From an optimization exercise on the open Yosys and OpenROAD flow, aimed at small area and few clock cycles per item; shortcuts taken in it are not production practice. Only simulation tests tie the RTL to the original design; equivalence was not proved. No activity file was given, so power comes from the tool's default toggle rates. No driver is modelled on the clock port, so clocking that relies on it looks cheaper here than on a real chip.

==> flow/design.v <==
`timescale 1ns/1ps
`default_nettype none
module memSubsystemTop (
    input  logic        clk,
    input  logic        reset,
    input  logic        inValid,
    output logic        inReady,
    input  logic        inWrite,
    input  logic        inPoison,
    input  logic [3:0]  inByteMask,
    input  logic [15:0] inAddr,
    input  logic [31:0] inData,
    input  logic        rspStall,
    output logic        rspValid,
    output logic [31:0] rspData,
    output logic [3:0]  rspParityErr
);
    localparam int QDEPTH = 2;
    logic [31:0] mem    [16];
    logic [3:0]  poison [16];
    logic [3:0]  qAddr  [QDEPTH];
    logic        qValid [QDEPTH];
    logic        stallQ;
    logic        pop;
    logic        conflict;
    logic        full;
    logic        accept;
    logic        doWrite;
    logic        doRead;
    logic [3:0]  addr;
    assign addr     = inAddr[3:0];
    assign rspValid = qValid[0] && !stallQ;
    assign pop      = rspValid;
    always_comb begin
        conflict = 1'b0;
        for (int i = 0; i < QDEPTH; i++) begin
            if (qValid[i] && qAddr[i] == addr && !(i == 0 && pop)) conflict = 1'b1;
        end
    end
    assign full    = qValid[QDEPTH-1] && !pop;
    assign inReady = inWrite ? !conflict : !full;
    assign accept  = inValid && inReady && !reset;
    assign doWrite = accept && inWrite;
    assign doRead  = accept && !inWrite;
    always_ff @(posedge clk) begin
        for (int w = 0; w < 16; w++) begin
            for (int b = 0; b < 4; b++) begin
                if (doWrite && addr == 4'(w) && inByteMask[b]) begin
                    mem[w][b*8 +: 8] <= inData[b*8 +: 8];
                    poison[w][b]     <= inPoison;
                end
            end
        end
    end
    always_ff @(posedge clk) begin
        stallQ <= rspStall;
    end
    always_ff @(posedge clk) begin
        if (reset) begin
            for (int i = 0; i < QDEPTH; i++) qValid[i] <= 1'b0;
        end else begin
            for (int i = 0; i < QDEPTH; i++) begin
                logic       v;
                logic       vPrev;
                v     = pop ? ((i + 1 < QDEPTH) ? qValid[i+1] : 1'b0) : qValid[i];
                vPrev = (i == 0) ? 1'b1 : (pop ? qValid[i] : qValid[i-1]);
                qValid[i] <= v || (doRead && vPrev && !v);
            end
        end
    end
    always_ff @(posedge clk) begin
        for (int i = 0; i < QDEPTH; i++) begin
            logic       v;
            logic       vPrev;
            v     = pop ? ((i + 1 < QDEPTH) ? qValid[i+1] : 1'b0) : qValid[i];
            vPrev = (i == 0) ? 1'b1 : (pop ? qValid[i] : qValid[i-1]);
            if (doRead && vPrev && !v) qAddr[i] <= addr;
            else if (pop && i + 1 < QDEPTH) qAddr[i] <= qAddr[(i + 1 < QDEPTH) ? i + 1 : i];
        end
    end
    assign rspData      = mem[qAddr[0]];
    assign rspParityErr = poison[qAddr[0]];
endmodule
`default_nettype wire
clock: 5.0 ns
lec_check: 0
abc_area: 1
cap_margin: 20
core_margin: 2
core_utilization: 70
cts_buf_list: sky130_fd_sc_hd__clkbuf_4 sky130_fd_sc_hd__clkbuf_8
cts_cluster_size: 20
place_density: 0.8
slew_margin: 20
run.sh (not shown) runs the stock make flow with config.mk's settings and CLKGATE_MAP_FILE= SYNTH_SCRIPT=/design/flow/synth_recipe.tcl, a recipe that flattens the netlist after the stock synthesis.
The baseline went through all stages and came out clean.
Testbench counts at the start, summed over its fixed seeds: cycles 3,330, items 3,200.
Rerun with:
==> flow/flow/run.sh (new file) <==
#!/bin/bash
# The standard layout (the standard.sh, config.mk and make variables), with two changes:
#  - ABC maps the logic with an area-oriented script (flow/area.abc); registers are untouched
#  - the clock tree is built without dummy loads
set -euo pipefail
HERE=$(pwd)
# The standard flow's synthesis script with the abc override prepended
{ cat "$HERE/flow/synth.tcl"; tail -n +2 "$HERE/synth_recipe.tcl"; } > "$HERE/own_synth.tcl"
sed -e "s#SYNTH_SCRIPT=[^ ]*#SYNTH_SCRIPT=$HERE/own_synth.tcl#" "$HERE/standard.sh" > "$HERE/own_standard.sh"
export OWN_ABC_SCRIPT="$HERE/flow/area.abc"
export CTS_ARGS="-sink_clustering_enable -repair_clock_nets -dont_use_dummy_load -buf_list sky130_fd_sc_hd__clkbuf_16 -sink_clustering_size 30 -sink_clustering_max_diameter 100"
bash "$HERE/own_standard.sh" finish > "$HERE/flow_make.log" 2>&1
==> flow/flow/area.abc (new file) <==
strash
dch
amap
==> flow/flow/synth.tcl (new file) <==
# The standard flow's synthesis script, with ABC's technology mapping done by area.abc (area-oriented amap).
proc synth {args} { yosys synth -nofsm -noshare {*}$args }
proc abc {args} {
  set i [lsearch -exact $args -script]
  if { $i >= 0 } { set args [lreplace $args $i [expr {$i + 1}] -script $::env(OWN_ABC_SCRIPT)] }
  yosys abc {*}$args
}
==> flow/standard.sh (new file) <==
#!/bin/bash
# synth_recipe.tcl (not shown) runs the flow's synth.tcl, then flattens the netlist and writes it again
# the make line also repeats each setting of config.mk as NAME=value (left out here)
make -C /OpenROAD-flow-scripts/flow DESIGN_CONFIG=/design/flow/config.mk WORK_HOME=/design/flow/orfs CLKGATE_MAP_FILE= SYNTH_SCRIPT=/design/flow/synth_recipe.tcl "${@:-finish}"
CTS_BUF_LIST = sky130_fd_sc_hd__clkbuf_16   (was sky130_fd_sc_hd__clkbuf_4 sky130_fd_sc_hd__clkbuf_8)
CTS_CLUSTER_DIAMETER = 100   (was not set)
CTS_CLUSTER_SIZE = 30   (was 20)
removed: flow/run.sh
After rerunning: Wire length is lower by 0.67%. Critical path depth does not change. Power is lower by 16%. Via count is lower by 11%. Worst setup slack got worse by 380 ps. Final cell count is lower by 26%.
Rerun with:
==> flow/flow/run.sh (replaced) <==
#!/bin/bash
# The standard layout (the standard.sh, config.mk and make variables), with these changes:
#  - ABC maps the logic with an area-oriented script (flow/area.abc); registers are untouched
#  - the clock tree is built without dummy loads
#  - the port buffers are buf_1 cells instead of delay buffers
set -euo pipefail
HERE=$(pwd)
# The standard flow's synthesis script with the abc override prepended
{ cat "$HERE/flow/synth.tcl"; tail -n +2 "$HERE/synth_recipe.tcl"; } > "$HERE/own_synth.tcl"
sed -e "s#SYNTH_SCRIPT=[^ ]*#SYNTH_SCRIPT=$HERE/own_synth.tcl#" "$HERE/standard.sh" > "$HERE/own_standard.sh"
export OWN_ABC_SCRIPT="$HERE/flow/area.abc"
export BUFFER_PORTS_ARGS="-buffer_cell sky130_fd_sc_hd__buf_1"
export CTS_ARGS="-sink_clustering_enable -repair_clock_nets -dont_use_dummy_load -buf_list sky130_fd_sc_hd__clkbuf_8 -sink_clustering_size 18 -sink_clustering_max_diameter 60"
bash "$HERE/own_standard.sh" finish > "$HERE/flow_make.log" 2>&1
CAP_MARGIN = 10   (was 20)
CTS_BUF_LIST = sky130_fd_sc_hd__clkbuf_8   (was sky130_fd_sc_hd__clkbuf_16)
CTS_CLUSTER_DIAMETER = 60   (was 100)
CTS_CLUSTER_SIZE = 18   (was 30)
SLEW_MARGIN = 10   (was 20)
Outcome:
- fmax rose slightly
- area after synthesis stays the same
- die area does not change
Rerun with:
--- a/flow/flow/run.sh
+++ b/flow/flow/run.sh
@@ -12,3 +12,3 @@
 export BUFFER_PORTS_ARGS="-buffer_cell sky130_fd_sc_hd__buf_1"
-export CTS_ARGS="-sink_clustering_enable -repair_clock_nets -dont_use_dummy_load -buf_list sky130_fd_sc_hd__clkbuf_8 -sink_clustering_size 18 -sink_clustering_max_diameter 60"
+export CTS_ARGS="-sink_clustering_enable -repair_clock_nets -dont_use_dummy_load -buf_list sky130_fd_sc_hd__clkbuf_16 -sink_clustering_size 30 -sink_clustering_max_diameter 100"
 bash "$HERE/own_standard.sh" finish > "$HERE/flow_make.log" 2>&1
CAP_MARGIN = 20   (was 10)
CTS_BUF_LIST = sky130_fd_sc_hd__clkbuf_16   (was sky130_fd_sc_hd__clkbuf_8)
CTS_CLUSTER_DIAMETER = 100   (was 60)
CTS_CLUSTER_SIZE = 30   (was 18)
GPL_TIMING_DRIVEN = 0   (was not set)
SLEW_MARGIN = 20   (was 10)
The new run ran to the end with no violations.
Clock power rose by about 9%.
Clock skew fell by 3.2 ps.
Non-clock buffer count fell by 29.
Design area barely changes.
Core utilization rose by 0.12 points.
Via count rose by 2.3%.
Cell count fell by 2.6%.
Power rose by 2.4%.
Clock-buffer cell count fell by 15.


RTL: the design.v shown in full above, as it stands there.
Settings: LEC_CHECK=0, ABC_AREA=1, CAP_MARGIN=20, CORE_MARGIN=2, CORE_UTILIZATION=70, CTS_BUF_LIST=sky130_fd_sc_hd__clkbuf_8, CTS_CLUSTER_SIZE=30, SLEW_MARGIN=20; clock period 5.0 ns.
Stock flow here: none of the scripts above is used.
Testbench counts at the start, summed over its fixed seeds: cycles 3,330, items 3,200.
Edit:
- ABC_AREA: 1 -> unset
- CORE_UTILIZATION: 70 -> 40
- CTS_BUF_LIST: sky130_fd_sc_hd__clkbuf_8 -> unset
- CTS_CLUSTER_SIZE: 30 -> unset
Sequential share of layout area decreases by 4.4 points.
Total power increases by 8.4%.
Global-route usage decreases by 5.6 points.
Routed wire length increases by 54%.
Design area increases by 6.8%.
Die area increases by 80%.
Setup slack gets worse by 500 ps.
Clock skew increases by 6.3 ps.
Sequential cell count is unchanged.
Clock power increases by 15%.
Area after synthesis increases by 4.0%.
Edit:
- ABC_AREA: unset -> 1
- CORE_UTILIZATION: 40 -> 70
- CTS_BUF_LIST: unset -> sky130_fd_sc_hd__clkbuf_16
- CTS_CLUSTER_DIAMETER: unset -> 100
- CTS_CLUSTER_SIZE: unset -> 30
- PLACE_DENSITY: unset -> 0.8
The changed run passed the timing, design-rule and antenna checks.
Cell area decreases by 10%.
Sequential share of layout area increases by 7.5 points.
Setup slack improves by 510 ps.
Power decreases by 22%.
Via count decreases by 11%.
Wire length decreases by 37%.
Hold slack degrades by 23 ps.
Clock skew increases by 3.8 ps.
Edit:
==> flow/flow/run.sh (new file) <==
#!/bin/bash
# The standard layout (the standard.sh, config.mk and make variables), with these changes:
#  - ABC maps the logic with an area-oriented script (flow/area.abc); registers are untouched
#  - the clock tree is built without dummy loads
#  - the port buffers are buf_1 cells instead of delay buffers
set -euo pipefail
HERE=$(pwd)
# The standard flow's synthesis script with the abc override prepended
{ cat "$HERE/flow/synth.tcl"; tail -n +2 "$HERE/synth_recipe.tcl"; } > "$HERE/own_synth.tcl"
sed -e "s#SYNTH_SCRIPT=[^ ]*#SYNTH_SCRIPT=$HERE/own_synth.tcl#" "$HERE/standard.sh" > "$HERE/own_standard.sh"
export OWN_ABC_SCRIPT="$HERE/flow/area.abc"
export BUFFER_PORTS_ARGS="-buffer_cell sky130_fd_sc_hd__buf_1"
export CTS_ARGS="-sink_clustering_enable -repair_clock_nets -dont_use_dummy_load -buf_list sky130_fd_sc_hd__clkbuf_16 -sink_clustering_size 30 -sink_clustering_max_diameter 100"
bash "$HERE/own_standard.sh" finish > "$HERE/flow_make.log" 2>&1
==> flow/flow/area.abc (new file) <==
strash
dch
amap
==> flow/flow/synth.tcl (new file) <==
# The standard flow's synthesis script, with ABC's technology mapping done by area.abc (area-oriented amap).
proc synth {args} { yosys synth -nofsm -noshare {*}$args }
proc abc {args} {
  set i [lsearch -exact $args -script]
  if { $i >= 0 } { set args [lreplace $args $i [expr {$i + 1}] -script $::env(OWN_ABC_SCRIPT)] }
  yosys abc {*}$args
}
==> flow/standard.sh (new file) <==
#!/bin/bash
# synth_recipe.tcl (not shown) runs the flow's synth.tcl, then flattens the netlist and writes it again
# the make line also repeats each setting of config.mk as NAME=value (left out here)
make -C /OpenROAD-flow-scripts/flow DESIGN_CONFIG=/design/flow/config.mk WORK_HOME=/design/flow/orfs CLKGATE_MAP_FILE= SYNTH_SCRIPT=/design/flow/synth_recipe.tcl "${@:-finish}"
removed: flow/run.sh
Clock skew goes down by 9.9 ps.
Combinational power goes down by 14%.
Cell area goes down by 4.3%.
Setup slack loses 330 ps.
Clock-buffer cell count is unchanged.
Synthesized cell count goes down by 33%.
Register-to-register slack loses 590 ps.
Power goes down by 1.3%.
Wire length goes up by 0.89%.
Area after synthesis goes down by 5.3%.

static timing again, ports no longer ideal:
Ports are ideal in the flow. The routed layouts listed here were re-timed in OpenROAD. Step 1, drivers: a clkbuf_16 drives clk and a buf_2 each remaining input, both assumed. Step 2 adds t to the input delays and takes it off the output delays; t is the mean of the earliest and latest rising clock arrival at the registers after step 1. Input paths then give back, and output paths get back, about the clock's delay inside the block. Slacks: ideal ports / drivers / drivers and shift; pairs: ideal ports / drivers.
| run | t, ns | slack for setup (ns) | hold slack, ns | worst register clock-pin slew, ns |
|---|---|---|---|---|
| the first run of note 1 | 0.670 | 0.573 / 0.522 / 0.783 | 0.529 / 0.529 / 0.529 | 0.07 / 0.07 |
| the second run of note 1 | 0.610 | 0.191 / 0.138 / 0.214 | 0.588 / 0.588 / 0.588 | 0.11 / 0.11 |
| the third run of note 1 | 0.617 | 0.281 / 0.232 / 0.537 | 0.514 / 0.487 / 0.596 | 0.11 / 0.11 |
| the fourth run of note 1 | 0.603 | 0.209 / 0.156 / -0.075 | 0.524 / 0.494 / 0.616 | 0.12 / 0.12 |
| the first run of note 2 | 0.647 | 0.606 / 0.561 / 0.792 | 0.500 / 0.500 / 0.500 | 0.06 / 0.06 |
| the second run of note 2 | 0.678 | 0.104 / 0.044 / 0.722 | 0.523 / 0.523 / 0.523 | 0.07 / 0.07 |
| the third run of note 2 | 0.611 | 0.618 / 0.568 / 0.804 | 0.500 / 0.500 / 0.500 | 0.12 / 0.12 |
| the fourth run of note 2 | 0.603 | 0.291 / 0.239 / 0.504 | 0.525 / 0.497 / 0.596 | 0.11 / 0.11 |
Met with ideal ports but missed after step 2: setup timing in the fourth run of note 1. For the fourth run of note 1, which loses most, drivers alone change the setup slack by -0.053 ns; drivers and shift together by -0.284 ns.
